What follows belongs to an exercise in optimizing a design on an open flow for small area, a short achievable clock period and few clock cycles per item; a production flow would make more cautious choices. Where RTL was checked, it was by simulation tests only, not by an equivalence proof against the original. The RTL of runs 1 to 4 was laid out without a check of its function. Power and IR drop assume default switching activity.

### flow/config.mk
export PLATFORM = sky130hd
export DESIGN_NAME = running_mean_variance_stats
export DESIGN_NICKNAME = running_mean_variance_stats
export VERILOG_FILES = /design/flow/design.v
export SDC_FILE = /design/flow/constraint.sdc
export NUM_CORES = 4
export LEC_CHECK = 0
export CAP_MARGIN = 20
export CORE_MARGIN = 2
export CORE_UTILIZATION = 40
export SETUP_SLACK_MARGIN = 5
export SLEW_MARGIN = 20
### flow/constraint.sdc
create_clock -name core_clock -period 10.0 [get_ports {aclk}]
set_input_delay 2.0000 -clock core_clock [delete_from_list [all_inputs] [get_ports {aclk}]]
set_output_delay 2.0000 -clock core_clock [all_outputs]
set_load 0.01 [all_outputs]
### flow/design.v
package rmvs_pkg;
    localparam int FRAC_BITS = 16;
    localparam int CNT_W     = 32;
    localparam int VAL_W     = 32;
    localparam int SQ_W      = 64;
    localparam int BUSY_W    = 48;
    localparam int UTIL_W    = 17;
    localparam logic MODE_SAMPLE = 1'b0;
    localparam logic MODE_BUSY   = 1'b1;
endpackage
module running_mean_variance_stats (
    input  logic        aclk,
    input  logic        aresetn,
    input  logic        cfg_valid,
    output logic        cfg_ready,
    input  logic [47:0] cfg_data,
    input  logic        s_tvalid,
    output logic        s_tready,
    input  logic [31:0] s_tdata,    
    input  logic        s_tuser,    
    output logic        m_tvalid,
    input  logic        m_tready,
    output logic [119:0] m_tdata
);
    logic [31:0] n_reg, mean_reg;
    logic [63:0] s_reg;
    logic [47:0] busy_reg, total_reg;
    logic [31:0] sd_reg;           
    logic [16:0] util_reg;
    logic        pend_reg;         
    logic        stale_reg;        
    logic        xv_reg, xm_reg;
    logic [31:0] x_reg;
    logic        f_busy, f_neg, f_dbit, f_qbit, f_util;
    logic [5:0]  f_cnt;
    logic [31:0] f_rem, f_nq, f_d1;
    logic [63:0] f_acc;
    logic        r_busy, r_kz;
    logic [4:0]  r_cnt;
    logic [31:0] r_k;
    logic [63:0] r_rem, r_q;
    logic        u_run, u_done, u_isbusy, u_bit, u_tz;
    logic [4:0]  u_cnt;
    logic [47:0] u_rem;
    logic [16:0] u_q;
    logic        p_v, p_busy;      
    logic        h_v, h_busy;      
    logic [16:0] h_val;
    logic s_fire, c_fire, m_fire;
    assign s_tready  = !xv_reg;
    assign cfg_ready = !xv_reg && !u_run && !p_v;
    assign m_tvalid  = pend_reg && !r_busy;
    assign m_tdata   = {7'd0, util_reg, sd_reg, mean_reg, n_reg};
    assign s_fire = s_tvalid && s_tready;
    assign c_fire = cfg_valid && cfg_ready;
    assign m_fire = m_tvalid && m_tready;
    logic n_max;                   
    logic n_ge3;                   
    logic u_start;
    assign u_start = p_v && !u_run && !u_done;
    logic need_u;
    assign need_u = xm_reg || stale_reg;
    logic disp;
    assign disp = xv_reg && !f_busy && (!need_u || !p_v);
    logic [32:0] xm_diff;
    logic [31:0] mx_diff, d1_new;
    assign xm_diff = {1'b0, x_reg} - {1'b0, mean_reg};
    assign mx_diff = mean_reg - x_reg;
    assign d1_new  = xm_diff[32] ? mx_diff : xm_diff[31:0];
    logic [48:0] b_sum;
    logic [47:0] b_new;
    assign b_sum = {1'b0, busy_reg} + {17'd0, x_reg};
    assign b_new = b_sum[48] ? 48'hFFFF_FFFF_FFFF : b_sum[47:0];
    logic [32:0] f_sh;
    logic [34:0] f_dsum;
    logic [33:0] f_diff;
    logic        f_ge;
    assign f_sh   = {f_rem, f_nq[31]};
    assign f_dsum = {1'b0, f_sh, 1'b1} + {2'b11, ~n_reg, n_max};
    assign f_diff = f_dsum[34:1];
    assign f_ge   = !f_diff[33];
    logic [63:0] f_acc2, f_hor;
    assign f_acc2 = {f_acc[62:0], 1'b0};
    logic        f_sub;
    logic [63:0] f_add;
    assign f_sub = f_qbit && !f_dbit;
    assign f_add = (f_dbit ^ f_qbit) ? ({32'd0, f_d1} ^ {64{f_sub}}) : 64'd0;
    logic [64:0] f_hsum;
    assign f_hsum = {f_acc2, 1'b1} + {f_add, f_sub};
    assign f_hor  = f_hsum[64:1];
    logic [65:0] s_ca, s_cb, s_cc, s_cs, s_cy;
    logic [66:0] s_sum;
    logic [63:0] s_new;
    assign s_ca  = {2'b00, s_reg};
    assign s_cb  = {1'b0, f_acc2[63:0], 1'b0} >> 1;
    assign s_cc  = {{2{f_add[63]}}, f_add};
    assign s_cs  = s_ca ^ s_cb ^ s_cc;
    assign s_cy  = (s_ca & s_cb) | (s_ca & s_cc) | (s_cb & s_cc);
    assign s_sum = {s_cs, f_sub} + {s_cy[64:0], 1'b0, f_sub};
    assign s_new = s_sum[65] ? 64'hFFFF_FFFF_FFFF_FFFF : s_sum[64:1];
    logic [32:0] m_sum;
    logic [31:0] mean_new, n_new, k_new;
    assign m_sum    = {mean_reg, 1'b1} + {f_nq ^ {32{f_neg}}, f_neg};
    assign mean_new = m_sum[32:1];
    assign n_new    = n_max ? n_reg : n_reg + 32'd1;
    assign k_new    = n_max ? 32'hFFFF_FFFE : n_reg;
    logic f_fin;
    assign f_fin = f_busy && f_cnt[5];    
    logic slot;
    assign slot = !pend_reg || m_fire;
    logic commit_s;
    assign commit_s = f_fin && slot && !(h_v && h_busy) &&
                      !((u_run || u_done) && u_isbusy) && !(p_v && p_busy) &&
                      !(f_util && !h_v);
    logic commit_b;
    assign commit_b = h_v && h_busy && slot;
    logic h_pop;
    assign h_pop = commit_b || (commit_s && f_util);
    logic h_load;
    assign h_load = u_done && (!h_v || h_pop);
    logic [65:0] r_r4;
    logic [66:0] r_diff, r_ca, r_cb, r_cc, r_cs, r_cy;
    logic        r_b;
    assign r_r4   = {r_rem, s_reg[63:62]};
    assign r_ca   = {1'b0, r_r4};
    assign r_cb   = ~{1'b0, r_q, 2'b00};
    assign r_cc   = ~{35'd0, r_k};
    assign r_cs   = r_ca ^ r_cb ^ r_cc;
    assign r_cy   = (r_ca & r_cb) | (r_ca & r_cc) | (r_cb & r_cc);
    logic [67:0] r_dsum;
    assign r_dsum = {r_cs, 1'b1} + {r_cy[65:0], 1'b1, 1'b1};
    assign r_diff = r_dsum[67:1];
    assign r_b    = !r_diff[66] && !r_kz;
    logic [63:0] r_q2, r_qk;
    assign r_q2 = {r_q[62:0], 1'b0};
    assign r_qk = r_q2 + {32'd0, r_k};
    logic [48:0] u_sh;
    logic [49:0] u_diff;
    logic        u_ge;
    assign u_sh   = {u_rem, u_bit};
    assign u_diff = {1'b0, u_sh} - {2'b0, total_reg};
    assign u_ge   = !u_diff[49];
    logic [16:0] u_val;
    assign u_val = u_tz ? 17'd0 : (u_q[16] ? 17'h10000 : {1'b0, u_q[15:0]});
    always_ff @(posedge aclk) begin
        if (!aresetn) begin
            n_reg     <= '0;
            n_max     <= 1'b0;
            n_ge3     <= 1'b0;
            mean_reg  <= '0;
            s_reg     <= '0;
            busy_reg  <= '0;
            total_reg <= '0;
            sd_reg    <= '0;
            util_reg  <= '0;
            pend_reg  <= 1'b0;
            stale_reg <= 1'b0;
            xv_reg    <= 1'b0;
            f_busy    <= 1'b0;
            r_busy    <= 1'b0;
            u_run     <= 1'b0;
            u_done    <= 1'b0;
            h_v       <= 1'b0;
            p_v       <= 1'b0;
        end else begin
            if (s_fire) begin
                xv_reg <= 1'b1;
                x_reg  <= s_tdata;
                xm_reg <= s_tuser;
            end else if (disp) begin
                xv_reg <= 1'b0;
            end
            if (c_fire) begin
                total_reg <= cfg_data;
                stale_reg <= 1'b1;
            end else if (disp && need_u) begin
                stale_reg <= 1'b0;
            end
            if (disp) begin
                if (need_u) begin
                    p_v    <= 1'b1;
                    p_busy <= xm_reg;
                end
                if (xm_reg) begin
                    busy_reg <= b_new;
                end else begin
                    f_busy <= 1'b1;
                    f_util <= stale_reg;
                    f_neg  <= xm_diff[32];
                    f_d1   <= d1_new;
                    f_qbit <= 1'b0;
                    if (n_ge3) begin
                        f_cnt  <= 6'd2;
                        f_nq   <= {d1_new[29:0], 2'b00};
                        f_acc  <= d1_new[31] ? {32'd0, d1_new} : 64'd0;
                        f_dbit <= d1_new[30];
                    end else begin
                        f_cnt  <= 6'd0;
                        f_nq   <= d1_new;
                        f_acc  <= '0;
                        f_dbit <= 1'b0;
                    end
                end
            end
            if (f_busy && !f_cnt[5]) begin
                f_nq   <= {f_nq[30:0], f_ge};
                f_dbit <= f_nq[31];
                f_qbit <= f_ge;
                f_acc  <= f_hor;
                f_cnt  <= f_cnt + 6'd1;
            end
            if (u_start) begin
                p_v      <= 1'b0;
                u_run    <= 1'b1;
                u_isbusy <= p_busy;
                u_cnt    <= 5'd0;
                u_tz     <= (total_reg == 48'd0);
            end
            if (u_run) begin
                u_q   <= {u_q[15:0], u_ge};
                u_cnt <= u_cnt + 5'd1;
                if (u_cnt == 5'd16) begin
                    u_run  <= 1'b0;
                    u_done <= 1'b1;
                end
            end
            if (r_busy) begin
                sd_reg <= {sd_reg[30:0], r_b};
                s_reg  <= {s_reg[61:0], s_reg[63:62]};
                r_cnt  <= r_cnt + 5'd1;
                if (r_cnt == 5'd31) r_busy <= 1'b0;
            end
            if (h_load) begin
                h_v    <= 1'b1;
                h_busy <= u_isbusy;
                h_val  <= u_val;
                u_done <= 1'b0;
            end else if (h_pop) begin
                h_v    <= 1'b0;
            end
            if (commit_s) begin
                f_busy   <= 1'b0;
                n_reg    <= n_new;
                n_max    <= n_max || (n_reg == 32'hFFFF_FFFE);
                n_ge3    <= n_ge3 || (n_reg == 32'd2);
                mean_reg <= mean_new;
                pend_reg <= 1'b1;
                r_busy   <= 1'b1;
                r_k      <= k_new;
                r_kz     <= n_reg == 32'd0;
                sd_reg   <= '0;
                if (|n_reg[31:2]) begin
                    r_cnt <= 5'd1;
                    s_reg <= {s_new[61:0], s_new[63:62]};
                end else begin
                    r_cnt <= 5'd0;
                    s_reg <= s_new;
                end
                if (f_util) util_reg <= h_val;
            end else if (commit_b) begin
                util_reg <= h_val;
                pend_reg <= 1'b1;
            end else if (m_fire) begin
                pend_reg <= 1'b0;
            end
        end
    end
    always_ff @(posedge aclk) begin
        if (disp && !xm_reg) begin
            if (n_ge3) f_rem <= {30'd0, d1_new[31:30]};
            else       f_rem <= '0;
        end else begin
            f_rem <= f_ge ? f_diff[31:0] : f_sh[31:0];
        end
        if (u_start) begin
            u_rem <= {1'b0, busy_reg[47:1]};
            u_bit <= busy_reg[0];
        end else begin
            u_rem <= u_ge ? u_diff[47:0] : u_sh[47:0];
            u_bit <= 1'b0;
        end
        if (commit_s) begin
            r_q <= '0;
            if (|n_reg[31:2]) r_rem <= {62'd0, s_new[63:62]};
            else              r_rem <= '0;
        end else begin
            r_rem <= r_b ? r_diff[63:0] : r_r4[63:0];
            r_q   <= r_b ? r_qk : r_q2;
        end
    end
endmodule
### flow/run.sh
#!/bin/bash
# synth_recipe.tcl (not shown) runs the flow's synth.tcl, then flattens the netlist and writes it again
# the make line also repeats each setting of config.mk as NAME=value (left out here)
make -C /OpenROAD-flow-scripts/flow DESIGN_CONFIG=/design/flow/config.mk WORK_HOME=/design/flow/orfs CLKGATE_MAP_FILE= SYNTH_SCRIPT=/design/flow/synth_recipe.tcl finish
==> impl_metrics.json, run 1 <==
{
  "post-route-drc-count": 0,
  "ys_types": 93,
  "hold_path_class": "flop to flop",
  "status": "no timing/DRC/antenna violations",
  "fillCellCount": 13300,
  "synth-compound-area-share": 0.214,
  "clk_path_buf_depth": 3,
  "port_buffers": 201,
  "seq_area_frac_synth": 0.317,
  "die_y_um": 374,
  "start_kind": "flop",
  "path_max_fanout": 7,
  "place.gp.congestion": 0.922,
  "wire_per_inst_um": 18.8,
  "antennaDiodeCount": 0,
  "fin_worst_skew_ns": 0.0480,
  "antenna_found_initial": 3,
  "p_per_area_nw_per_um2": 265,
  "maxSlewHeadroom": 0.295,
  "synth_warnings": 1,
  "ant_nets": 0,
  "hold_violations": 0,
  "synthCells": 6557,
  "cts_sinks": 744,
  "worst-setup-path-type": "flop to flop",
  "final_nets": 7317,
  "cts_tree": "yes",
  "r2r_setup_slack_ns": 4.79,
  "final-setup-viol-count": 0,
  "ys.flop_type": "dfxtp_1",
  "maxSlewViolCount": 0,
  "placementRows": 135,
  "rsz0062_at_grt": "true",
  "synthMuxAreaShare": 0.0313,
  "dp_hpwl_um": 116000,
  "cts_root_buf": "clkbuf_16",
  "most-common-layout-cells": "715 x a21oi_1, 593 x inv_1, 561 x nor2_1",
  "end_kind": "flop",
  "cts_max_level": 3,
  "post-route-period-util": 0.521,
  "drt_iter0_markers": 3226,
  "core_area_um2": 136000,
  "async_flop_share": 0,
  "first_pass_iters": 5,
  "power.leakage_nw": 26.5,
  "fmax_mhz": 192,
  "via_per_inst": 5.52,
  "grt_pass1_vias": 46000,
  "vias": 47000,
  "totalWireLength_um": 160000,
  "synth_top_family_by_area": "compound AO/OA/AOI/OAI gates",
  "grt-ovfl-total": 0,
  "grt_use_total": 0.222,
  "clock_latency_ns": 0.74,
  "post-route-min-period_ns": 5.21,
  "synth_simple_gate_area_frac": 0.151,
  "synth_enable_flop_cells": 251,
  "syn_area_per_cell_um2": 8.37,
  "grt_start_max_net_pins": 146,
  "grt_pass1_wl_um": 254000,
  "start_util": 0.404,
  "tightestPinTransition_ns": 1.05,
  "whs_ns": 0.445,
  "fp.dieW_um": 374,
  "irDropWorstVdd_mv": 0.167,
  "final_common_cell": "a21oi_1",
  "crit_required_ns": 10.58,
  "die_area_um2": 140000,
  "synth-seq-cells": 744,
  "cts-buffers-inserted": 91,
  "mappedNetlistArea_um2": 54900,
  "finalSetupTns_ns": 0,
  "io_pins": 209,
  "ctsHoldBuffers": 0,
  "clk_pin_slew_worst_paths_ns": 0.06,
  "synth_xor_area_frac": 0.0779,
  "area_growth_syn_to_layout_pct": 15.0,
  "crit_arrival_ns": 5.79,
  "synthAdderAreaFrac": 0.145,
  "max-cap-violations": 0,
  "drive_above_1_share": 0.0745
}
power breakdown:
group | internal (W) | switching (W) | total [W]
Sequential | 0.00370 | 0.000396 | 0.00410
Combinational | 0.00384 | 0.00532 | 0.00915
Clock | 0.00197 | 0.00149 | 0.00346
Total | 0.00951 | 0.00720 | 0.0167
final cells by class:
| cell class | instances | area, µm² | share of cell area |
|---|---|---|---|
| Clock inverter | 52 | 577 | 0.00915 |
| Sequential cell | 744 | 17400 | 0.276 |
| Timing Repair Buffer | 281 | 2870 | 0.0455 |
| Inverter | 601 | 2270 | 0.0360 |
| Tap cell | 1781 | 2230 | 0.0353 |
| Clock buffer | 119 | 2530 | 0.0402 |
| Multi-Input combinational cell | 4938 | 35200 | 0.558 |
per-stage QoR:
stage          instances  utilization  cell area [µm²]  power (W)  setup slack [ns]
3_5_place_dp        8287        0.431            58600     0.0130              3.02
6_report            8516        0.464            63100     0.0167              4.79
4_1_cts             8506        0.461            62600     0.0166              4.89
3_3_place_gp        8287        0.431            58600     0.0129              3.15
5_1_grt             8516        0.464            63100     0.0181              4.60
2_1_floorplan       6563            -            55300     0.0111              4.54
cell families after synthesis:
family | Yosys count
other cells | 1
mux | 171
compound gates | 1883
fa+ha+maj | 574
buf+inv | 897
xor+xnor | 488
simple gates | 1799
flops | 744
final timing paths:
check | start | cells after the start | end
setup / recovery | f_dbit | 24 | s_reg[36]
hold / removal | u_q[12] | 0 | u_q[13]
hold reg to reg | u_q[12] | 0 | u_q[13]
setup reg to reg | f_dbit | 24 | s_reg[36]
layer usage:
layer / up-vias / global-route usage / part of all wire
li1: 23300 / - / -
met2: 1013 / 0.374 / 0.47
met5: - / 0 / 0
met4: 0 / 0.0725 / 0.031
met1: 22500 / 0.294 / 0.46
met3: 228 / 0.0271 / 0.042
repair_timing:
item | 4_1_cts | 5_1_grt
pin swaps | 38 | 30
gates resized for setup | 101 | 69
buffers inserted | 30 | 8
endpoints found under the setup margin | 288 | 259
cloned | 18 | 2
worst max-delay path, cell delays in order (launching register included):
cell and delay, ns:
edfxtp_1 0.39, inv_2 0.08, ha_4 0.23, buf_12 0.17, xor2_1 0.12, nor2b_1 0.19
inv_1 0.07, fa_1 0.49, inv_1 0.06, ha_4 0.31, nand4_1 0.11, or3_4 0.37
or3_4 0.39, nor3_4 0.13, a21oi_2 0.10, a21oi_4 0.22, nor4_4 0.06, o41a_1 0.44
buf_4 0.16, buf_6 0.12, xnor2_4 0.14, buf_12 0.18, or2_4 0.30, o22ai_2 0.17
a211oi_2 0.07
cells in the mapped netlist, types with 9 or more instances:
master | instances | area share
a211oi_1 | 92 | 0.013
or2_2 | 45 | 0.0051
nor2_1 | 569 | 0.039
a211o_1 | 14 | 0.0022
xnor2_1 | 308 | 0.049
a21boi_0 | 13 | 0.0018
mux2i_1 | 165 | 0.030
xor2_1 | 180 | 0.029
nor3_1 | 60 | 0.0055
a21o_1 | 240 | 0.033
nand2b_1 | 41 | 0.0047
nor2b_1 | 77 | 0.0088
a211oi_2 | 9 | 0.0021
nand3_1 | 112 | 0.010
a21oi_1 | 723 | 0.066
nand4_1 | 85 | 0.0097
o22ai_1 | 78 | 0.0089
nor3b_1 | 9 | 0.0012
o31ai_1 | 26 | 0.0036
inv_1 | 598 | 0.041
edfxtp_1 | 251 | 0.14
o311ai_0 | 12 | 0.0019
o211ai_1 | 20 | 0.0027
clkbuf_1 | 239 | 0.016
dfxtp_1 | 493 | 0.18
a22o_1 | 17 | 0.0027
o21ai_0 | 315 | 0.029
or3_1 | 31 | 0.0035
a31oi_1 | 54 | 0.0062
fa_1 | 100 | 0.036
and3_1 | 62 | 0.0071
a31o_2 | 13 | 0.0021
and4_1 | 15 | 0.0024
ha_1 | 474 | 0.11
o21a_1 | 37 | 0.0051
nor4_1 | 42 | 0.0048
buf_2 | 35 | 0.0032
and2_1 | 60 | 0.0068
nand2_1 | 562 | 0.038
o21bai_1 | 75 | 0.010
a221oi_1 | 28 | 0.0045
buf_4 | 11 | 0.0015
==> run 2: changes to the inputs <==
--- a/flow/design.v
+++ b/flow/design.v
@@ -107,7 +107,7 @@
     logic f_fin;
     assign f_fin = f_busy && f_cnt[5];    
     logic slot;
-    assign slot = !pend_reg || m_fire;
+    assign slot = !pend_reg;
     logic commit_s;
     assign commit_s = f_fin && slot && !(h_v && h_busy) &&
                       !((u_run || u_done) && u_isbusy) && !(p_v && p_busy) &&
@@ -249,7 +249,10 @@
                 r_k      <= k_new;
                 r_kz     <= n_reg == 32'd0;
                 sd_reg   <= '0;
-                if (|n_reg[31:2]) begin
+                if (|n_reg[31:4]) begin
+                    r_cnt <= 5'd2;
+                    s_reg <= {s_new[59:0], s_new[63:60]};
+                end else if (|n_reg[31:2]) begin
                     r_cnt <= 5'd1;
                     s_reg <= {s_new[61:0], s_new[63:62]};
                 end else begin
@@ -281,8 +284,9 @@
         end
         if (commit_s) begin
             r_q <= '0;
-            if (|n_reg[31:2]) r_rem <= {62'd0, s_new[63:62]};
-            else              r_rem <= '0;
+            if (|n_reg[31:4])      r_rem <= {60'd0, s_new[63:60]};
+            else if (|n_reg[31:2]) r_rem <= {62'd0, s_new[63:62]};
+            else                   r_rem <= '0;
         end else begin
             r_rem <= r_b ? r_diff[63:0] : r_r4[63:0];
             r_q   <= r_b ? r_qk : r_q2;
==> impl_metrics.json, run 2 <==
{
  "ff2ff_path_depth": 24,
  "fmax_mhz": 194,
  "crit_family": "compound AO/OA/AOI/OAI gates",
  "clkPwrFrac": 0.209,
  "crit_slowest_cell": "fa_1",
  "clk_pin_slew_worst_paths_ns": 0.06,
  "place.gp.congestion": 0.933,
  "power_frac_comb": 0.555,
  "crit_path_start": "f_dbit",
  "die_area_um2": 142000,
  "ant_nets": 0,
  "first_pass_iters": 5,
  "antenna_found_initial": 2,
  "io_pins": 209,
  "fp.dieW_um": 377,
  "worst-setup-path-type": "flop to flop",
  "synthCells": 6794,
  "start_util": 0.404,
  "maxSlewHeadroom": 0.262,
  "worstHoldPathCells": 0,
  "tightestPinTransition_ns": 1.11,
  "core_area_um2": 138000,
  "irDropWorstVdd_mv": 0.191,
  "finalSetupTns_ns": 0,
  "crit_required_ns": 10.60,
  "synth_warnings": 1,
  "p_per_area_nw_per_um2": 264,
  "hold_path_class": "flop to flop",
  "cts_tree": "yes",
  "max-cap-violations": 0,
  "most-common-layout-cells": "760 x nand2_1, 642 x a21oi_1, 558 x inv_1",
  "clock_latency_ns": 0.72,
  "final_common_cell": "nand2_1",
  "cts_sinks": 744,
  "status": "no timing/DRC/antenna violations",
  "drt_iter0_markers": 3123,
  "drive_above_1_share": 0.102,
  "synth_top_area_frac": 0.177,
  "area_growth_syn_to_layout_pct": 18.2,
  "cp.depth": 24,
  "switchingPower_w": 0.00745,
  "port_buffers": 201,
  "start_kind": "flop",
  "post-route-min-period_ns": 5.15,
  "pre_cts_slack_ns": 2.82,
  "r2r_setup_slack_ns": 4.85,
  "async_flop_share": 0,
  "ys.flop_type": "dfxtp_1",
  "yosysMostFrequentCell": "nand2_1",
  "vias": 49100,
  "crit_buf_inv": 7,
  "rsz0062_at_grt": "true",
  "sw_frac_of_total": 0.428,
  "via_per_inst": 5.58,
  "crit_chain": "inv_2, ha_4, buf_6, buf_12, xor2_1, nor2b_2, inv_1, fa_1, inv_1, ha_4, a21oi_2, o21ai_1, a221o_1, a221oi_2, o21ai_2, o21ai_4, a21oi_2, a221o_2, xor2_4, buf_6, nor2_4, buf_4, a31oi_1, a22o_1",
  "setup_ws_ns": 4.85,
  "path_max_fanout": 8,
  "fin_worst_skew_ns": 0.0458,
  "final_cell_count_no_fill": 8804,
  "max_stage_delay_ns": 0.47,
  "clk_path_buf_depth": 3,
  "synth_enable_flop_cells": 251,
  "p_int_w": 0.00997,
  "seq_area_frac_synth": 0.312,
  "crit_arrival_ns": 5.75,
  "synth_commonest_cells": "781 x nand2_1, 676 x a21oi_1, 565 x inv_1",
  "mappedNetlistArea_um2": 55700,
  "final-setup-viol-count": 0,
  "final_nets": 7588,
  "reg2reg_from": "f_dbit",
  "maxSlewViolCount": 0,
  "wire_per_inst_um": 19.3,
  "die_y_um": 377,
  "placementRows": 136,
  "rr_endpoint": "s_reg[44]",
  "post-place-cells": 8503,
  "post-route-period-util": 0.515,
  "syn_area_per_cell_um2": 8.21,
  "hold_violations": 0,
  "grt_pass1_wl_um": 268000,
  "ys_types": 93,
  "p_seq_frac": 0.235,
  "grt-ovfl-total": 0,
  "end_kind": "flop",
  "hp-start": "u_q[12]",
  "cts_root_buf": "clkbuf_16",
  "grt_use_total": 0.234,
  "crit_end": "s_reg[44]",
  "power.leakage_nw": 27.6,
  "yosysTopAreaCell": "dfxtp_1",
  "post-route-drc-count": 0,
  "totalWireLength_um": 170000,
  "dp_hpwl_um": 124000,
  "synth-seq-cells": 744,
  "ys_top_cells_by_area": "dfxtp_1 18%, edfxtp_1 14%, ha_1 11%, a21oi_1 6.1%, nand2_1 5.3%",
  "cts-buffers-inserted": 91,
  "grt_start_max_net_pins": 105,
  "cts_max_level": 3,
  "grt_pass1_vias": 48500
}
==> run 2: how the worst min path moves through the flow <==
stage                   end  slack, ns
finish              u_q[13]       0.44
global route         u_q[6]       0.45
CTS                 u_q[13]       0.44
detailed placement  u_q[12]       0.43
global placement    u_q[12]       0.42
floorplan           u_q[10]       0.42
==> run 2: through the flow <==
step	hold slack, ns	area [µm²]	power (W)	utilization
4_1_cts	0.442	64400	0.0172	0.468
3_3_place_gp	0.425	59500	0.0131	0.432
3_5_place_dp	0.432	59500	0.0132	0.432
6_report	0.444	65900	0.0174	0.478
2_1_floorplan	0.417	56200	0.0112	-
5_1_grt	0.453	65900	0.0188	0.478
==> run 2: worst register-to-register path: cells and delay by family (launching register included) <==
kind / cells / cell delay, ns
adders and majority gates: 3 / 0.97
buffers and inverters: 7 / 0.83
AOI/OAI and AO/OA: 10 / 2.15
and+or+nand+nor: 2 / 0.37
xor gates and xnor gates: 2 / 0.32
DFF: 1 / 0.38
==> run 2: per-layer routing <==
layer | global-route usage | up-vias | share of wire
li1 | - | 24200 | -
met1 | 0.306 | 23500 | 0.45
met2 | 0.388 | 1180 | 0.46
met3 | 0.0407 | 264 | 0.056
met4 | 0.0781 | 4 | 0.033
met5 | 0 | - | 0.00016
==> run 2: timing repair <==
item | CTS | global route
resized for setup | 186 | 208
hold buffers | 0 | 0
setup endpoints to repair | 307 | 295
pin swaps | 37 | 87
buffers inserted | 69 | 44
gates cloned | 8 | 5
==> run 2: final cells by class <==
type | count | area, µm²
fill | 13300 | 72000
multi-input combinational | 5161 | 37100
sequential | 744 | 17400
timing repair buffer | 363 | 3690
clock buffer | 134 | 2690
tap | 1794 | 2240
inverter | 567 | 2140
clock inverter | 38 | 594
antenna | 3 | 7.51
==> run 2: logic make-up (layout without fill, tap and decap cells) <==
group | after synthesis | after routing | synth area share
AND/OR/NAND/NOR | 2054 | 2060 | 0.170
AO/OA/AOI/OAI | 1913 | 1913 | 0.214
buffers and inverters | 901 | 1102 | 0.0618
flip-flops | 744 | 744 | 0.312
adder cells (fa/ha/maj) | 574 | 574 | 0.142
XOR/XNOR | 459 | 459 | 0.0722
multiplexers | 148 | 148 | 0.0267
other | 1 | 10 | 0.0000673
==> run 2: power groups by stage <==
stage          registers, W  logic [W]  clock network [W]
4_1_cts             0.00410    0.00937            0.00371
3_5_place_dp        0.00415    0.00901                  0
6_report            0.00410    0.00967            0.00365
5_1_grt             0.00416     0.0108            0.00382
3_3_place_gp        0.00415    0.00894                  0
2_1_floorplan       0.00400    0.00722                  0
==> run 3: changes to the inputs <==
--- a/flow/design.v
+++ b/flow/design.v
@@ -31,7 +31,8 @@
     logic        stale_reg;        
     logic        xv_reg, xm_reg;
     logic [31:0] x_reg;
-    logic        f_busy, f_neg, f_dbit, f_qbit, f_util;
+    logic        f_busy, f_neg, f_util;
+    logic        f_hen, f_hsub;    
     logic [5:0]  f_cnt;
     logic [31:0] f_rem, f_nq, f_d1;
     logic [63:0] f_acc;
@@ -83,8 +84,8 @@
     assign f_acc2 = {f_acc[62:0], 1'b0};
     logic        f_sub;
     logic [63:0] f_add;
-    assign f_sub = f_qbit && !f_dbit;
-    assign f_add = (f_dbit ^ f_qbit) ? ({32'd0, f_d1} ^ {64{f_sub}}) : 64'd0;
+    assign f_sub = f_hsub;
+    assign f_add = f_hen ? ({32'd0, f_d1} ^ {64{f_sub}}) : 64'd0;
     logic [64:0] f_hsum;
     assign f_hsum = {f_acc2, 1'b1} + {f_add, f_sub};
     assign f_hor  = f_hsum[64:1];
@@ -188,24 +189,24 @@
                     f_util <= stale_reg;
                     f_neg  <= xm_diff[32];
                     f_d1   <= d1_new;
-                    f_qbit <= 1'b0;
+                    f_hsub <= 1'b0;
                     if (n_ge3) begin
                         f_cnt  <= 6'd2;
                         f_nq   <= {d1_new[29:0], 2'b00};
                         f_acc  <= d1_new[31] ? {32'd0, d1_new} : 64'd0;
-                        f_dbit <= d1_new[30];
+                        f_hen  <= d1_new[30];
                     end else begin
                         f_cnt  <= 6'd0;
                         f_nq   <= d1_new;
                         f_acc  <= '0;
-                        f_dbit <= 1'b0;
+                        f_hen  <= 1'b0;
                     end
                 end
             end
             if (f_busy && !f_cnt[5]) begin
                 f_nq   <= {f_nq[30:0], f_ge};
-                f_dbit <= f_nq[31];
-                f_qbit <= f_ge;
+                f_hen  <= f_nq[31] ^ f_ge;
+                f_hsub <= f_ge && !f_nq[31];
                 f_acc  <= f_hor;
                 f_cnt  <= f_cnt + 6'd1;
             end
@@ -252,9 +253,6 @@
                 if (|n_reg[31:4]) begin
                     r_cnt <= 5'd2;
                     s_reg <= {s_new[59:0], s_new[63:60]};
-                end else if (|n_reg[31:2]) begin
-                    r_cnt <= 5'd1;
-                    s_reg <= {s_new[61:0], s_new[63:62]};
                 end else begin
                     r_cnt <= 5'd0;
                     s_reg <= s_new;
@@ -284,9 +282,8 @@
         end
         if (commit_s) begin
             r_q <= '0;
-            if (|n_reg[31:4])      r_rem <= {60'd0, s_new[63:60]};
-            else if (|n_reg[31:2]) r_rem <= {62'd0, s_new[63:62]};
-            else                   r_rem <= '0;
+            if (|n_reg[31:4]) r_rem <= {60'd0, s_new[63:60]};
+            else              r_rem <= '0;
         end else begin
             r_rem <= r_b ? r_diff[63:0] : r_r4[63:0];
             r_q   <= r_b ? r_qk : r_q2;
==> impl_metrics.json, run 3 <==
{
  "clkPwrFrac": 0.208,
  "hold_violations": 0,
  "rr_endpoint": "s_reg[39]",
  "antennaDiodeCount": 0,
  "cts_max_level": 3,
  "cts_root_buf": "clkbuf_16",
  "grt_use_total": 0.227,
  "place.gp.congestion": 0.938,
  "grt_pass1_vias": 47200,
  "area_growth_syn_to_layout_pct": 13.6,
  "mappedNetlistArea_um2": 56400,
  "irDropWorstVdd_mv": 0.198,
  "synth_top_area_frac": 0.175,
  "drive_above_1_share": 0.0625,
  "tightestPinTransition_ns": 1.07,
  "p_seq_frac": 0.243,
  "placementRows": 137,
  "async_flop_share": 0,
  "grt_start_max_net_pins": 95,
  "ff2ff_path_depth": 18,
  "ys_types": 104,
  "fillCellCount": 13900,
  "vias": 49100,
  "yosysMostFrequentCell": "nand2_1",
  "reg2reg_from": "f_hsub",
  "yosysTopAreaCell": "dfxtp_1",
  "antenna_found_initial": 4,
  "sw_frac_of_total": 0.435,
  "start_kind": "flop",
  "clk_pin_slew_worst_paths_ns": 0.06,
  "synth_enable_flop_cells": 251,
  "power.leakage_nw": 26.9,
  "synthCells": 6883,
  "io_pins": 209,
  "status": "no timing/DRC/antenna violations",
  "max-cap-violations": 0,
  "grt-ovfl-total": 0,
  "p_int_w": 0.00953,
  "synth_commonest_cells": "770 x nand2_1, 720 x a21oi_1, 719 x inv_1",
  "path_max_fanout": 18,
  "drt_iter0_markers": 3615,
  "cts_sinks": 744,
  "fp.dieW_um": 379,
  "worst-setup-path-type": "flop to flop",
  "first_pass_iters": 6,
  "clk_path_buf_depth": 3,
  "die_y_um": 379,
  "clock_latency_ns": 0.73,
  "port_buffers": 201,
  "min_to": "r_rem[44]",
  "start_util": 0.404,
  "cts-buffers-inserted": 89,
  "power_frac_comb": 0.549,
  "r2r_setup_slack_ns": 5.14,
  "ant_nets": 0,
  "worstHoldPathCells": 2,
  "p_per_area_nw_per_um2": 263,
  "grt_pass1_wl_um": 262000,
  "dp_hpwl_um": 123000,
  "post-route-drc-count": 0,
  "syn_area_per_cell_um2": 8.19,
  "core_area_um2": 140000,
  "end_kind": "flop",
  "ys.flop_type": "dfxtp_1",
  "final_nets": 7604,
  "seq_area_frac_synth": 0.309,
  "via_per_inst": 5.52,
  "ys_top_cells_by_area": "dfxtp_1 18%, edfxtp_1 13%, ha_1 11%, a21oi_1 6.4%, nand2_1 5.1%",
  "post-route-period-util": 0.486,
  "crit_arrival_ns": 5.46,
  "final_common_cell": "nand2_1",
  "synth_warnings": 1,
  "totalWireLength_um": 167000,
  "final-setup-viol-count": 0,
  "finalSetupTns_ns": 0,
  "fin_worst_skew_ns": 0.0537,
  "cts_tree": "yes",
  "most-common-layout-cells": "763 x nand2_1, 717 x inv_1, 715 x a21oi_1",
  "post-route-min-period_ns": 4.86,
  "fmax_mhz": 206,
  "switchingPower_w": 0.00733,
  "p_total_w": 0.0169,
  "die_area_um2": 144000,
  "wire_per_inst_um": 18.8,
  "synth-seq-cells": 744,
  "crit_path_start": "f_hsub",
  "maxSlewHeadroom": 0.277,
  "hp-start": "r_rem[42]",
  "crit_required_ns": 10.60,
  "rsz0062_at_grt": "true",
  "maxSlewViolCount": 0,
  "hold_path_class": "flop to flop",
  "final_util": 0.458
}
==> run 3: changes by cell type after synthesis, moves of 38 or more <==
cell	previous run	this run
o21ai_0	361	309
a21o_1	265	218
a21oi_1	676	720
nor2b_1	95	47
inv_1	565	719
clkbuf_1	273	235
==> run 3: final cells by class <==
type	instances	area, µm²	share of cell area
Multi-Input combinational cell	5106	35600	0.556
Sequential cell	744	17400	0.272
Timing Repair Buffer	281	2790	0.0435
Inverter	722	2720	0.0425
Clock buffer	114	2510	0.0392
Tap cell	1876	2350	0.0367
Clock inverter	52	632	0.00987
==> run 3: critical path, cell delays in order (launching register included) <==
cell and delay, ns:
edfxtp_1 0.44, buf_4 0.18, buf_12 0.15, xor2_1 0.16, and2_1 0.18, fa_1 0.44
ha_1 0.36, a211o_1 0.30, a21oi_1 0.29, a21oi_4 0.13, o211a_1 0.24, o2111a_2 0.31
o21ai_0 0.18, and2_4 0.22, o21ai_4 0.11, xor2_4 0.21, buf_4 0.21, or2_2 0.29
o31a_1 0.29
==> run 3: worst max path at each step <==
stage / to / slack (ns) / cells past startpoint
after detailed placement: s_reg[21] / 3.77 / 16
after global placement: s_reg[18] / 3.44 / 15
after CTS: r_rem[62] / 5.00 / 16
after global routing: r_rem[62] / 4.93 / 15
final: s_reg[39] / 5.14 / 18
after floorplan: f_acc[59] / 5.36 / 16
==> run 3: cell families (layout without fill, tap and decap cells) <==
logic type | count (synthesis) | in the layout | synth area share
compound gates | 1952 | 1952 | 0.222
xor+xnor | 475 | 476 | 0.0739
fa+ha+maj | 574 | 574 | 0.141
buf+inv | 1045 | 1169 | 0.0717
flops | 744 | 744 | 0.309
mux | 125 | 125 | 0.0226
other cells | 1 | 7 | 0.0000665
simple gates | 1967 | 1972 | 0.160
==> run 3: layer usage <==
layer / vias up / part of all wire / GRT usage
met4: 2 / 0.029 / 0.0668
li1: 24200 / - / -
met1: 23500 / 0.46 / 0.307
met5: - / 0.000054 / 0
met2: 1221 / 0.46 / 0.377
met3: 239 / 0.052 / 0.0298
==> run 3: power groups by stage <==
stage          sequential (W)  clock (W)  combinational, W
3_5_place_dp          0.00415          0           0.00891
3_3_place_gp          0.00415          0           0.00884
6_report              0.00410    0.00351           0.00925
2_1_floorplan         0.00401          0           0.00712
4_1_cts               0.00409    0.00359           0.00909
5_1_grt               0.00415    0.00369            0.0104
==> run 3: stage by stage <==
stage               std cells  hold WS (ns)  worst slack [ns]  cell area, µm²
floorplan                6889         0.417              5.36           56400
global placement         8687         0.426              3.44           59900
detailed placement       8688         0.430              3.77           59900
CTS                      8870         0.435              5.00           63400
global route             8895         0.450              4.93           64000
finish                   8895         0.429              5.14           64000
==> run 3: what timing repair did <==
action | in CTS | in global routing
pin swaps | 10 | 17
setup endpoints to repair | 170 | 145
gates cloned | 5 | 3
gates resized for setup | 35 | 69
setup buffers | 11 | 22
hold buffers | 0 | 0
==> run 4: changes to the inputs <==
--- a/flow/design.v
+++ b/flow/design.v
@@ -63,14 +63,20 @@
     assign need_u = xm_reg || stale_reg;
     logic disp;
     assign disp = xv_reg && !f_busy && (!need_u || !p_v);
+    logic [49:0] xb_sum;
     logic [32:0] xm_diff;
     logic [31:0] mx_diff, d1_new;
-    assign xm_diff = {1'b0, x_reg} - {1'b0, mean_reg};
-    assign mx_diff = mean_reg - x_reg;
+    assign xb_sum  = {1'b0, xm_reg ? {1'b0, busy_reg} : {17'h1FFFF, ~mean_reg}, !xm_reg} +
+                     {18'd0, x_reg, !xm_reg};
+    assign xm_diff = xb_sum[33:1];
+    logic [32:0] mq_sum;
+    assign mq_sum  = {mean_reg, 1'b1} +
+                     (f_busy ? {f_nq ^ {32{f_neg}}, f_neg} : {~x_reg, 1'b1});
+    assign mx_diff = mq_sum[32:1];
     assign d1_new  = xm_diff[32] ? mx_diff : xm_diff[31:0];
     logic [48:0] b_sum;
+    assign b_sum = xb_sum[49:1];
     logic [47:0] b_new;
-    assign b_sum = {1'b0, busy_reg} + {17'd0, x_reg};
     assign b_new = b_sum[48] ? 48'hFFFF_FFFF_FFFF : b_sum[47:0];
     logic [32:0] f_sh;
     logic [34:0] f_dsum;
@@ -99,10 +105,8 @@
     assign s_cy  = (s_ca & s_cb) | (s_ca & s_cc) | (s_cb & s_cc);
     assign s_sum = {s_cs, f_sub} + {s_cy[64:0], 1'b0, f_sub};
     assign s_new = s_sum[65] ? 64'hFFFF_FFFF_FFFF_FFFF : s_sum[64:1];
-    logic [32:0] m_sum;
     logic [31:0] mean_new, n_new, k_new;
-    assign m_sum    = {mean_reg, 1'b1} + {f_nq ^ {32{f_neg}}, f_neg};
-    assign mean_new = m_sum[32:1];
+    assign mean_new = mq_sum[32:1];
     assign n_new    = n_max ? n_reg : n_reg + 32'd1;
     assign k_new    = n_max ? 32'hFFFF_FFFE : n_reg;
     logic f_fin;
==> impl_metrics.json, run 4 <==
{
  "fmax_mhz": 200,
  "finalSetupTns_ns": 0,
  "grt-ovfl-total": 0,
  "core_area_um2": 134000,
  "via_per_inst": 5.53,
  "yosysMostFrequentCell": "nand2_1",
  "clock_latency_ns": 0.71,
  "grt_pass1_wl_um": 254000,
  "place.gp.congestion": 0.968,
  "hp-start": "u_q[4]",
  "synthCells": 6548,
  "hold_violations": 0,
  "final_nets": 7215,
  "p_per_area_nw_per_um2": 274,
  "r2r_setup_slack_ns": 4.99,
  "mappedNetlistArea_um2": 54100,
  "min_to": "u_q[5]",
  "yosysTopAreaCell": "dfxtp_1",
  "worstHoldPathCells": 0,
  "cts_root_buf": "clkbuf_16",
  "port_buffers": 201,
  "met3_length_um": 9690,
  "cts-buffers-inserted": 90,
  "fin_worst_skew_ns": 0.0286,
  "whs_ns": 0.437,
  "synth-seq-cells": 744,
  "grt_start_max_net_pins": 181,
  "async_flop_share": 0,
  "placed_area_um2": 57500,
  "wl_met2_um": 71100,
  "hold_path_class": "flop to flop",
  "totalWireLength_um": 162000,
  "dp_hpwl_um": 119000,
  "maxSlewHeadroom": 0.324,
  "syn_area_per_cell_um2": 8.26,
  "synth_top_area_frac": 0.183,
  "crit_arrival_ns": 5.60,
  "cts_max_level": 3,
  "end_kind": "flop",
  "start_util": 0.404,
  "max-cap-violations": 0,
  "crit_required_ns": 10.59,
  "final_util": 0.459,
  "cts_sinks": 744,
  "ant_nets": 0,
  "reg2reg_from": "f_hsub",
  "drt_iter0_markers": 3560,
  "placementRows": 134,
  "ff2ff_path_depth": 20,
  "ys_types": 108,
  "design_area_um2": 61400,
  "area_growth_syn_to_layout_pct": 13.6,
  "synth_warnings": 1,
  "path_max_fanout": 18,
  "seq_area_frac_synth": 0.322,
  "wire_per_inst_um": 19.1,
  "start_kind": "flop",
  "grt_pass1_vias": 44700,
  "tightestPinTransition_ns": 1.01,
  "rr_endpoint": "s_reg[2]",
  "grt_use_total": 0.230,
  "post-route-drc-count": 0,
  "status": "no timing/DRC/antenna violations",
  "irDropWorstVdd_mv": 0.215,
  "ys_top_cells_by_area": "dfxtp_1 18%, edfxtp_1 14%, ha_1 9.5%, a21oi_1 6.4%, nand2_1 5.4%",
  "drt-met1-wl_um": 76200,
  "cts_tree": "yes",
  "drive_above_1_share": 0.0630,
  "ys.flop_type": "dfxtp_1",
  "power.leakage_nw": 25.5,
  "post-route-period-util": 0.501,
  "clk_path_buf_depth": 3,
  "antenna_found_initial": 1,
  "maxSlewViolCount": 0,
  "ctsHoldBuffers": 0,
  "p_total_w": 0.0168,
  "io_pins": 209,
  "final-setup-viol-count": 0,
  "antennaDiodeCount": 0,
  "post-route-min-period_ns": 5.01,
  "vias": 46800,
  "most-common-layout-cells": "776 x nand2_1, 682 x a21oi_1, 635 x inv_1",
  "die_area_um2": 138000,
  "fp.dieW_um": 372,
  "synth_commonest_cells": "779 x nand2_1, 691 x a21oi_1, 639 x inv_1",
  "clk_pin_slew_worst_paths_ns": 0.06,
  "die_y_um": 372,
  "final_common_cell": "nand2_1",
  "worst-setup-path-type": "flop to flop",
  "top_layer_used": "met4",
  "rsz0062_at_grt": "true",
  "first_pass_iters": 6,
  "synth_enable_flop_cells": 251
}
-- run 4: cell types whose count changed after synthesis, moves of 27 or more --
| cell | change |
|---|---|
| xor2_1 | -49 |
| or2_2 | -32 |
| mux2i_1 | +35 |
| ha_1 | -63 |
| a21oi_1 | -29 |
| o21ai_0 | -27 |
| inv_1 | -80 |
| o22ai_2 | +27 |
-- run 4: kinds of logic after synthesis --
kind of cell | synth area share
compound gates | 0.208
xor+xnor | 0.0719
buf+inv | 0.0697
flops | 0.322
simple gates | 0.161
other cells | 0.0000693
fa+ha+maj | 0.132
mux | 0.0361
-- run 4: through the flow --
step | cells | setup slack [ns]
after floorplan | 6554 | 5.14
after global placement | 8249 | 3.96
after detailed placement | 8250 | 3.89
after CTS | 8439 | 5.00
after global routing | 8463 | 4.87
final | 8463 | 4.99
-- run 4: worst max-delay path, stage by stage, from the launching register on --
cell	delay, ns
edfxtp_1	0.42
buf_4	0.18
clkbuf_16	0.19
xor2_1	0.15
and2_4	0.17
fa_2	0.52
ha_2	0.29
o21a_1	0.21
o221ai_2	0.26
o21a_1	0.25
a21oi_2	0.11
a211o_1	0.35
and4_4	0.22
o31ai_4	0.33
o211ai_1	0.15
buf_4	0.17
a41oi_2	0.23
xnor2_2	0.15
buf_6	0.16
mux2i_1	0.07
a221oi_1	0.28
-- run 4: worst max path at each step --
stage                      start        end  slack, ns  cells after the start
after floorplan           xm_reg    f_nq[9]       5.14                     19
after global placement    xm_reg   f_acc[1]       3.96                     16
after detailed placement  xm_reg   f_acc[0]       3.89                     16
after CTS                 f_hsub  s_reg[49]       5.00                     20
after global routing      f_hsub   s_reg[2]       4.87                     20
final                     f_hsub   s_reg[2]       4.99                     20
-- run 4: where the power goes --
group          total (W)  internal, W  switching [W]
Sequential       0.00412      0.00372       0.000402
Combinational    0.00934      0.00389        0.00545
Clock            0.00339      0.00197        0.00142
-- run 4: area by class of cell --
type / instances / area [µm²]
clock buffer: 127 / 2500
clock inverter: 41 / 507
fill: 13200 / 72400
inverter: 661 / 2520
multi-input combinational: 4838 / 33500
sequential: 744 / 17400
tap: 1768 / 2210
timing repair buffer: 283 / 2810
timing repair inverter: 1 / 8.76
-- run 4: layer usage --
metal  up-vias  global-route usage
met1     22200               0.327
li1      23000                   -
met4         0              0.0772
met2      1337               0.356
met5         -                   0
met3       235              0.0308
-- run 4: repair_timing --
action | in CTS | in global routing
resized for setup | 42 | 67
cloned | 3 | 3
setup buffers | 18 | 21
endpoints found under the setup margin | 201 | 129
pin swaps | 6 | 18
==> run 5: changes to the inputs <==
--- a/flow/design.v
+++ b/flow/design.v
@@ -92,9 +92,6 @@
     logic [63:0] f_add;
     assign f_sub = f_hsub;
     assign f_add = f_hen ? ({32'd0, f_d1} ^ {64{f_sub}}) : 64'd0;
-    logic [64:0] f_hsum;
-    assign f_hsum = {f_acc2, 1'b1} + {f_add, f_sub};
-    assign f_hor  = f_hsum[64:1];
     logic [65:0] s_ca, s_cb, s_cc, s_cs, s_cy;
     logic [66:0] s_sum;
     logic [63:0] s_new;
@@ -103,7 +100,11 @@
     assign s_cc  = {{2{f_add[63]}}, f_add};
     assign s_cs  = s_ca ^ s_cb ^ s_cc;
     assign s_cy  = (s_ca & s_cb) | (s_ca & s_cc) | (s_cb & s_cc);
-    assign s_sum = {s_cs, f_sub} + {s_cy[64:0], 1'b0, f_sub};
+    logic [66:0] h_a, h_b;
+    assign h_a   = f_cnt[5] ? {s_cs, f_sub} : {2'b00, f_acc2, 1'b1};
+    assign h_b   = f_cnt[5] ? {s_cy[64:0], 1'b0, f_sub} : {{2{f_add[63]}}, f_add, f_sub};
+    assign s_sum = h_a + h_b;
+    assign f_hor = s_sum[64:1];
     assign s_new = s_sum[65] ? 64'hFFFF_FFFF_FFFF_FFFF : s_sum[64:1];
     logic [31:0] mean_new, n_new, k_new;
     assign mean_new = mq_sum[32:1];
--- a/flow/config.mk
+++ b/flow/config.mk
@@ -8,5 +8,7 @@
 export CAP_MARGIN = 20
 export CORE_MARGIN = 2
 export CORE_UTILIZATION = 40
+export CTS_BUF_LIST = sky130_fd_sc_hd__clkbuf_8
+export CTS_CLUSTER_SIZE = 24
 export SETUP_SLACK_MARGIN = 5
 export SLEW_MARGIN = 20
==> impl_metrics.json, run 5 <==
{
  "status": "no timing/DRC/antenna violations",
  "placementRows": 131,
  "synth_enable_flop_cells": 251,
  "grt-ovfl-total": 0,
  "grt_start_max_net_pins": 105,
  "antenna_found_initial": 2,
  "clkPwrFrac": 0.190,
  "worst-setup-path-type": "flop to flop",
  "crit_chain": "buf_12, xor2_1, and2_1, fa_1, mux2_2, ha_2, and4_4, and3_1, nand3b_1, nand3_2, a21bo_4, a21oi_4, o31a_1, buf_4, o41ai_2, xor2_1, buf_4, nor2b_1, a2111oi_0",
  "hold_path_class": "flop to flop",
  "power.leakage_nw": 23.2,
  "fp.dieW_um": 361,
  "port_buffers": 201,
  "die_area_um2": 131000,
  "synth_commonest_cells": "708 x nand2_1, 577 x a21oi_1, 506 x inv_1",
  "tightestPinTransition_ns": 1.08,
  "final_nets": 6738,
  "crit_buf_inv": 3,
  "ant_nets": 0,
  "maxSlewViolCount": 0,
  "ys_top_cells_by_area": "dfxtp_1 19%, edfxtp_1 15%, ha_1 8.5%, a21oi_1 5.7%, nand2_1 5.2%",
  "start_util": 0.402,
  "yosysMostFrequentCell": "nand2_1",
  "pre_cts_slack_ns": 3.84,
  "max-cap-violations": 0,
  "dp_hpwl_um": 105000,
  "die_y_um": 361,
  "rsz0062_at_grt": "true",
  "path_max_fanout": 18,
  "clock_latency_ns": 0.86,
  "maxSlewHeadroom": 0.282,
  "cts_max_level": 4,
  "post-route-period-util": 0.488,
  "yosysTopAreaCell": "dfxtp_1",
  "p_total_w": 0.0160,
  "fmax_mhz": 205,
  "seq_area_frac_synth": 0.341,
  "post-place-cells": 7679,
  "cts_tree": "yes",
  "hold_violations": 0,
  "vias": 43800,
  "grt_pass1_wl_um": 233000,
  "clk_path_buf_depth": 3,
  "ys_types": 92,
  "drive_above_1_share": 0.0782,
  "max_stage_delay_ns": 0.43,
  "via_per_inst": 5.48,
  "post-route-drc-count": 0,
  "syn_area_per_cell_um2": 8.41,
  "mappedNetlistArea_um2": 51100,
  "totalWireLength_um": 149000,
  "sw_frac_of_total": 0.433,
  "finalSetupTns_ns": 0,
  "design_area_um2": 58200,
  "first_pass_iters": 6,
  "core_area_um2": 127000,
  "final_common_cell": "nand2_1",
  "cts_sinks": 744,
  "irDropWorstVdd_mv": 0.196,
  "clk_pin_slew_worst_paths_ns": 0.06,
  "post-route-min-period_ns": 4.88,
  "end_kind": "flop",
  "io_pins": 209,
  "start_kind": "flop",
  "grt_pass1_vias": 42600,
  "cts-buffers-inserted": 139,
  "place.gp.congestion": 0.916,
  "async_flop_share": 0,
  "crit_arrival_ns": 5.60,
  "ctsHoldBuffers": 0,
  "fin_worst_skew_ns": 0.0391,
  "crit_slowest_cell": "edfxtp_1",
  "synthCells": 6076,
  "ys.flop_type": "dfxtp_1",
  "p_seq_frac": 0.257,
  "most-common-layout-cells": "698 x nand2_1, 566 x a21oi_1, 546 x inv_1",
  "cts_root_buf": "clkbuf_8",
  "power_frac_comb": 0.553,
  "p_per_area_nw_per_um2": 275,
  "final_cell_count_no_fill": 7985,
  "synth_top_area_frac": 0.193,
  "drt_iter0_markers": 2942,
  "synth_warnings": 1,
  "placed_area_um2": 54400,
  "wire_per_inst_um": 18.7,
  "crit_required_ns": 10.72,
  "grt_use_total": 0.220,
  "crit_family": "compound AO/OA/AOI/OAI gates",
  "synth-seq-cells": 744,
  "final-setup-viol-count": 0,
  "switchingPower_w": 0.00694,
  "setup_ws_ns": 5.12,
  "p_int_w": 0.00907,
  "area_growth_syn_to_layout_pct": 14.0
}
[run 5: changes by cell type in the layout (fill, tap and decap cells not counted), moves of 68 or more]
cell / change
ha_1: -68
a21oi_1: -116
nand2_1: -78
clkbuf_8: +142
inv_1: -89
clkbuf_16: -87
[run 5: final timing paths]
check	cells after the start	startpoint	to	slack, ns
setup / recovery	19	f_hsub	s_reg[62]	5.12
hold / removal	0	u_q[0]	u_q[1]	0.44
setup reg to reg	19	f_hsub	s_reg[62]	5.12
hold reg to reg	0	u_q[0]	u_q[1]	0.44
[run 5: stage by stage]
step	utilization	hold slack [ns]
6_report	0.458	0.436
5_1_grt	0.458	0.436
4_1_cts	0.453	0.435
3_5_place_dp	0.428	0.426
3_3_place_gp	0.428	0.422
2_1_floorplan	-	0.417
[run 5: power groups by stage]
stage               Clock, W  Combinational [W]  Sequential, W
finish               0.00304            0.00886        0.00412
global route         0.00325             0.0100        0.00418
CTS                  0.00313            0.00870        0.00412
detailed placement         0            0.00858        0.00417
global placement           0            0.00851        0.00417
floorplan                  0            0.00694        0.00402
[run 5: worst register-to-register path: stages, from the launching register on]
cell	delay (ns)
edfxtp_1	0.43
buf_12	0.20
xor2_1	0.20
and2_1	0.18
fa_1	0.42
mux2_2	0.28
ha_2	0.37
and4_4	0.26
and3_1	0.24
nand3b_1	0.22
nand3_2	0.17
a21bo_4	0.19
a21oi_4	0.09
o31a_1	0.30
buf_4	0.15
o41ai_2	0.30
xor2_1	0.19
buf_4	0.16
nor2b_1	0.04
a2111oi_0	0.35
[run 5: per-layer routing]
layer | wire, µm | GRT usage
met3 | 7310 | 0.0302
met4 | 4160 | 0.0729
met1 | 69100 | 0.295
met5 | 0 | 0
met2 | 68800 | 0.364
[run 5: final cells by class]
type                       count  area [µm²]
timing repair buffer         288        2910
clock buffer                 152        2090
multi-input combinational   4522       31100
inverter                     509        1920
sequential                   744       17400
fill                       12400       68900
clock inverter               106         709
tap                         1662        2080
antenna                        2        5.00
[run 5: logic make-up (layout without fill, tap and decap cells)]
group           Yosys count  count (layout)  share of synthesized area
flops                   744             744                      0.341
xor+xnor                385             385                     0.0661
mux                     208             208                     0.0414
simple gates           1860            1862                      0.166
buf+inv                 818            1055                     0.0616
fa+ha+maj               448             448                      0.124
other cells               1               9                  0.0000734
compound gates         1612            1612                      0.200
[run 5: repair_timing]
action	CTS	global route
setup endpoints to repair	349	176
resized for setup	50	75
cloned	2	7
setup buffers	16	19
pin swaps	9	21
Testbench counts of run 5, summed over its fixed seeds: cycles 48,282, items 2,048.
==> run 6: changes to the inputs <==
--- a/flow/config.mk
+++ b/flow/config.mk
@@ -8,7 +8,5 @@
 export CAP_MARGIN = 20
 export CORE_MARGIN = 2
 export CORE_UTILIZATION = 40
-export CTS_BUF_LIST = sky130_fd_sc_hd__clkbuf_8
-export CTS_CLUSTER_SIZE = 24
 export SETUP_SLACK_MARGIN = 5
 export SLEW_MARGIN = 20
==> impl_metrics.json, run 6 <==
{
  "totalWireLength_um": 148000,
  "ys.flop_type": "dfxtp_1",
  "synth_enable_flop_cells": 251,
  "wire_per_inst_um": 18.7,
  "syn_area_per_cell_um2": 8.41,
  "reg2reg_from": "f_hsub",
  "ys_top_cells_by_area": "dfxtp_1 19%, edfxtp_1 15%, ha_1 8.5%, a21oi_1 5.7%, nand2_1 5.2%",
  "p_per_area_nw_per_um2": 283,
  "place.gp.congestion": 0.916,
  "finalSetupTns_ns": 0,
  "ant_nets": 0,
  "port_buffers": 201,
  "synthCells": 6076,
  "maxSlewViolCount": 0,
  "cts_max_level": 3,
  "crit_arrival_ns": 5.47,
  "hp-start": "u_q[13]",
  "core_area_um2": 127000,
  "antennaDiodeCount": 0,
  "final-setup-viol-count": 0,
  "grt-ovfl-total": 0,
  "yosysMostFrequentCell": "nand2_1",
  "clk_pin_slew_worst_paths_ns": 0.06,
  "fp.dieW_um": 361,
  "synth-seq-cells": 744,
  "post-route-period-util": 0.490,
  "mappedNetlistArea_um2": 51100,
  "cts_tree": "yes",
  "irDropWorstVdd_mv": 0.221,
  "synth_warnings": 1,
  "setup_ws_ns": 5.10,
  "maxSlewHeadroom": 0.283,
  "tightestPinTransition_ns": 1.07,
  "placementRows": 131,
  "final_nets": 6680,
  "first_pass_iters": 6,
  "grt_start_max_net_pins": 105,
  "worst-setup-path-type": "flop to flop",
  "cts_root_buf": "clkbuf_16",
  "die_y_um": 361,
  "cts_sinks": 744,
  "synth_commonest_cells": "708 x nand2_1, 577 x a21oi_1, 506 x inv_1",
  "hold_violations": 0,
  "clk_path_buf_depth": 3,
  "start_kind": "flop",
  "antenna_found_initial": 0,
  "seq_area_frac_synth": 0.341,
  "crit_path_start": "f_hsub",
  "yosysTopAreaCell": "dfxtp_1",
  "power.leakage_nw": 23.1,
  "final_util": 0.461,
  "die_area_um2": 131000,
  "multi_input_area_um2": 31100,
  "drive_above_1_share": 0.0683,
  "vias": 43400,
  "post-route-min-period_ns": 4.90,
  "final_common_cell": "nand2_1",
  "grt_use_total": 0.218,
  "whs_ns": 0.439,
  "async_flop_share": 0,
  "end_kind": "flop",
  "io_pins": 209,
  "clock_latency_ns": 0.74,
  "grt_pass1_wl_um": 231000,
  "fin_worst_skew_ns": 0.0531,
  "most-common-layout-cells": "699 x nand2_1, 566 x a21oi_1, 505 x inv_1",
  "drt_iter0_markers": 3035,
  "start_util": 0.402,
  "pre_cts_slack_ns": 3.84,
  "fillCellCount": 12400,
  "via_per_inst": 5.51,
  "path_max_fanout": 18,
  "rsz0062_at_grt": "true",
  "post-route-drc-count": 0,
  "max-cap-violations": 0,
  "status": "no timing/DRC/antenna violations",
  "cts-buffers-inserted": 87,
  "fmax_mhz": 204,
  "dp_hpwl_um": 105000,
  "crit_required_ns": 10.57,
  "ys_types": 92,
  "synth_top_area_frac": 0.193,
  "grt_pass1_vias": 42100,
  "area_growth_syn_to_layout_pct": 14.6,
  "regArea_um2": 17400,
  "hold_path_class": "flop to flop"
}
-- run 6: critical path: stages (launching register included) --
cell	delay [ns]
edfxtp_1	0.43
buf_12	0.19
xor2_1	0.18
and2_1	0.18
fa_1	0.42
mux2_2	0.28
ha_2	0.37
and4_4	0.26
and3_1	0.23
nand3b_1	0.22
nand3_2	0.17
a21bo_4	0.19
a21oi_4	0.08
o31a_1	0.31
buf_4	0.16
o41ai_2	0.31
xor2_1	0.19
buf_4	0.15
nor2b_1	0.04
a2111oi_0	0.36
-- run 6: layout make-up --
| class | count | share of cell area |
|---|---|---|
| multi-input combinational | 4523 | 0.531 |
| inverter | 509 | 0.0328 |
| clock buffer | 118 | 0.0416 |
| clock inverter | 45 | 0.0137 |
| timing repair buffer | 281 | 0.0481 |
| tap | 1662 | 0.0355 |
| sequential | 744 | 0.297 |
-- run 6: layer usage --
metal	routed length, µm	GRT usage	part of all wire	up-vias
met2	67800	0.361	0.46	988
met4	4380	0.0658	0.030	0
met1	68700	0.295	0.47	20700
li1	-	-	-	21500
met5	0	0	0	-
met3	6820	0.0287	0.046	216
-- run 6: worst paths after layout --
check	end	slack, ns	cells after the start
hold / removal	u_q[14]	0.44	0
setup reg to reg	s_reg[62]	5.10	19
hold reg to reg	u_q[14]	0.44	0
setup / recovery	s_reg[62]	5.10	19
-- run 6: cell families (layout without fill, tap and decap cells) --
kind of cell | Yosys count | after routing | synth area share
simple gates | 1860 | 1863 | 0.166
compound gates | 1612 | 1612 | 0.200
buf+inv | 818 | 953 | 0.0616
flops | 744 | 744 | 0.341
fa+ha+maj | 448 | 448 | 0.124
xor+xnor | 385 | 385 | 0.0661
mux | 208 | 208 | 0.0414
other cells | 1 | 7 | 0.0000734
-- run 6: what timing repair did --
action | in CTS | in global routing
setup endpoints to repair | 352 | 244
hold buffers | 0 | 0
setup buffers | 14 | 17
gates resized for setup | 48 | 72
pin swaps | 9 | 22
gates cloned | 2 | 6
-- run 6: power by group --
group	total, W	internal [W]	switching [W]
registers	0.00412	0.00371	0.000406
clock network	0.00359	0.00217	0.00142
logic	0.00887	0.00378	0.00509
total	0.0166	0.00967	0.00692
-- run 6: stage by stage --
step / total power (W) / cells / cell area (µm²)
2_1_floorplan: 0.0110 / 6082 / 51100
3_3_place_gp: 0.0127 / 7678 / 54400
3_5_place_dp: 0.0128 / 7679 / 54400
4_1_cts: 0.0165 / 7858 / 58000
5_1_grt: 0.0180 / 7882 / 58600
6_report: 0.0166 / 7882 / 58600
==> run 7: changes to the inputs <==
==> flow/flow/run.sh (new file) <==
#!/bin/bash
set -euo pipefail
bash standard.sh SETUP_SLACK_MARGIN=5.5 finish > standard.log 2>&1
==> flow/standard.sh (new file) <==
#!/bin/bash
# synth_recipe.tcl (not shown) runs the flow's synth.tcl, then flattens the netlist and writes it again
# the make line also repeats each setting of config.mk as NAME=value (left out here)
make -C /OpenROAD-flow-scripts/flow DESIGN_CONFIG=/design/flow/config.mk WORK_HOME=/design/flow/orfs CLKGATE_MAP_FILE= SYNTH_SCRIPT=/design/flow/synth_recipe.tcl "${@:-finish}"
--- a/flow/config.mk
+++ b/flow/config.mk
@@ -8,5 +8,4 @@
 export CAP_MARGIN = 20
 export CORE_MARGIN = 2
 export CORE_UTILIZATION = 40
-export SETUP_SLACK_MARGIN = 5
 export SLEW_MARGIN = 20
removed: flow/run.sh
==> impl_metrics.json, run 7 <==
{
  "synth-seq-cells": 744,
  "clk_pin_slew_worst_paths_ns": 0.06,
  "final_common_cell": "nand2_1",
  "placementRows": 131,
  "rsz0062_at_grt": "true",
  "fmax_mhz": 211,
  "finalSetupTns_ns": 0,
  "setup_ws_ns": 5.26,
  "start_kind": "flop",
  "cts_max_level": 3,
  "max-cap-violations": 0,
  "final_util": 0.483,
  "hold_violations": 0,
  "synth_warnings": 1,
  "antenna_found_initial": 2,
  "fp.dieW_um": 361,
  "final-setup-viol-count": 0,
  "mappedNetlistArea_um2": 51100,
  "clock_latency_ns": 0.71,
  "ys.flop_type": "dfxtp_1",
  "final_nets": 6810,
  "io_pins": 209,
  "power.leakage_nw": 24.1,
  "synth_enable_flop_cells": 251,
  "pre_cts_slack_ns": 4.12,
  "vias": 44400,
  "grt_use_total": 0.227,
  "grt_pass1_wl_um": 240000,
  "hp-start": "u_q[0]",
  "area_growth_syn_to_layout_pct": 20.3,
  "grt_start_max_net_pins": 102,
  "most-common-layout-cells": "696 x nand2_1, 542 x a21oi_1, 502 x inv_1",
  "post-route-drc-count": 0,
  "cts-buffers-inserted": 89,
  "die_y_um": 361,
  "cts_sinks": 744,
  "drive_above_1_share": 0.122,
  "status": "no timing/DRC/antenna violations",
  "totalWireLength_um": 157000,
  "ant_nets": 0,
  "clk_path_buf_depth": 3,
  "synth_top_area_frac": 0.193,
  "syn_area_per_cell_um2": 8.41,
  "via_per_inst": 5.55,
  "maxSlewHeadroom": 0.173,
  "end_kind": "flop",
  "grt-ovfl-total": 0,
  "fin_worst_skew_ns": 0.0257,
  "core_area_um2": 127000,
  "tightestPinTransition_ns": 1.24,
  "first_pass_iters": 7,
  "crit_path_start": "f_hsub",
  "start_util": 0.402,
  "fillCellCount": 12200,
  "synthCells": 6076,
  "wire_per_inst_um": 19.6,
  "cts_root_buf": "clkbuf_16",
  "crit_required_ns": 10.60,
  "p_per_area_nw_per_um2": 279,
  "async_flop_share": 0,
  "post-route-period-util": 0.474,
  "path_max_fanout": 10,
  "drt_iter0_markers": 3241,
  "worst-setup-path-type": "flop to flop",
  "post-route-min-period_ns": 4.74,
  "yosysMostFrequentCell": "nand2_1",
  "place.gp.congestion": 0.921,
  "cts_tree": "yes",
  "whs_ns": 0.440,
  "dp_hpwl_um": 106000,
  "hold_path_class": "flop to flop",
  "synth_commonest_cells": "708 x nand2_1, 577 x a21oi_1, 506 x inv_1",
  "ys_types": 92,
  "ys_top_cells_by_area": "dfxtp_1 19%, edfxtp_1 15%, ha_1 8.5%, a21oi_1 5.7%, nand2_1 5.2%",
  "yosysTopAreaCell": "dfxtp_1",
  "irDropWorstVdd_mv": 0.228,
  "reg2reg_from": "f_hsub",
  "grt_pass1_vias": 43000,
  "die_area_um2": 131000,
  "crit_arrival_ns": 5.34,
  "seq_area_frac_synth": 0.341,
  "port_buffers": 201,
  "maxSlewViolCount": 0
}
run 7: logic make-up (layout without fill, tap and decap cells):
kind of cell    after synthesis  count (layout)  share of synthesized area
compound gates             1612            1614                      0.200
xor+xnor                    385             385                     0.0661
fa+ha+maj                   448             448                      0.124
buf+inv                     818            1078                     0.0616
flops                       744             744                      0.341
mux                         208             208                     0.0414
other cells                   1               8                  0.0000734
simple gates               1860            1867                      0.166
run 7: critical path, cell delays in order (launching register included):
cell	delay, ns
edfxtp_1	0.50
buf_6	0.19
buf_16	0.14
xor2_1	0.17
nand2_1	0.09
fa_1	0.47
a21oi_2	0.20
ha_4	0.26
and4_4	0.17
nor2b_4	0.13
a2111oi_4	0.23
o21bai_1	0.17
or3_4	0.42
o21ai_4	0.18
nand2_2	0.10
a41oi_4	0.29
xnor2_4	0.19
nor2_4	0.06
buf_12	0.21
clkbuf_16	0.20
a221oi_2	0.24
run 7: repair_timing:
item,CTS,global route
hold buffers,0,0
hold endpoints to repair,0,0
endpoints found under the setup margin,518,398
gates cloned,10,16
gates resized for setup,215,262
setup buffers,80,62
pin swaps,87,101
run 7: layer usage:
| metal | wire (µm) | part of all wire | track usage |
|---|---|---|---|
| met2 | 73700 | 0.47 | 0.381 |
| met5 | 0 | 0 | 0 |
| met4 | 4800 | 0.030 | 0.0672 |
| met3 | 8360 | 0.053 | 0.0355 |
| met1 | 70600 | 0.45 | 0.300 |
run 7: final timing paths:
kind / end / slack [ns] / cells past startpoint
worst max register to register: s_reg[23] / 5.26 / 20
worst min register to register: u_q[1] / 0.44 / 0
worst min-delay path: u_q[1] / 0.44 / 0
worst max-delay path: s_reg[23] / 5.26 / 20
run 7: area by class of cell:
type / count / area, µm² / area share
multi-input combinational: 4529 / 32800 / 0.533
sequential: 744 / 17400 / 0.283
tap: 1662 / 2080 / 0.0338
clock inverter: 45 / 631 / 0.0103
inverter: 509 / 1930 / 0.0313
timing repair inverter: 1 / 7.51 / 0.000122
antenna: 1 / 2.50 / 0.0000407
clock buffer: 121 / 2480 / 0.0403
timing repair buffer: 402 / 4140 / 0.0673
run 7: metrics by stage:
step	power, W	area [µm²]	instances
floorplan	0.0110	51300	6082
detailed placement	0.0128	54500	7678
finish	0.0172	61500	8014
global route	0.0185	61500	8013
global placement	0.0127	54400	7678
CTS	0.0167	59400	7934
run 7: power breakdown:
group	switching, W	total (W)	leakage, nW	internal, W
Clock	0.00139	0.00350	1.52	0.00210
Sequential	0.000396	0.00411	6.38	0.00372
Combinational	0.00542	0.00954	16.2	0.00412
Total	0.00721	0.0172	24.1	0.00994

[afterwards: timing with drivers on the ports]
The flow's constraints put no driver on any port. The routed layouts listed below were extracted and timed again, unchanged, in two steps. Step 1 assumes that a clkbuf_16 drives the clock port and a buf_2 every other input. Step 2, shift: input delay + t, output delay - t, t = (earliest + latest rising clock arrival at the registers) / 2. This alone moves slack from input paths to output paths. a / b / c = ideal ports / drivers / drivers and shift; a / b = the first two.
| run | shift t [ns] | slack for setup (ns) | worst register clock-pin slew, ns | pins driven straight from the clock port |
|---|---|---|---|---|
| run 1 | 0.790 | 4.792 / 4.792 / 4.379 | 0.07 / 0.07 | 1 |
| run 2 | 0.784 | 4.849 / 4.849 / 4.849 | 0.07 / 0.07 | 1 |
| run 3 | 0.784 | 5.141 / 5.141 / 4.927 | 0.07 / 0.07 | 1 |
| run 4 | 0.773 | 4.993 / 4.993 / 4.993 | 0.06 / 0.06 | 1 |
| run 5 | 0.917 | 5.122 / 5.122 / 4.883 | 0.07 / 0.07 | 1 |
| run 6 | 0.788 | 5.105 / 5.105 / 4.866 | 0.07 / 0.07 | 1 |
| run 7 | 0.777 | 5.262 / 5.262 / 4.987 | 0.07 / 0.07 | 1 |
After both steps every run listed still meets setup and hold. For run 1, which loses most, drivers alone change the setup slack by 0.000 ns; drivers and shift together by -0.413 ns.
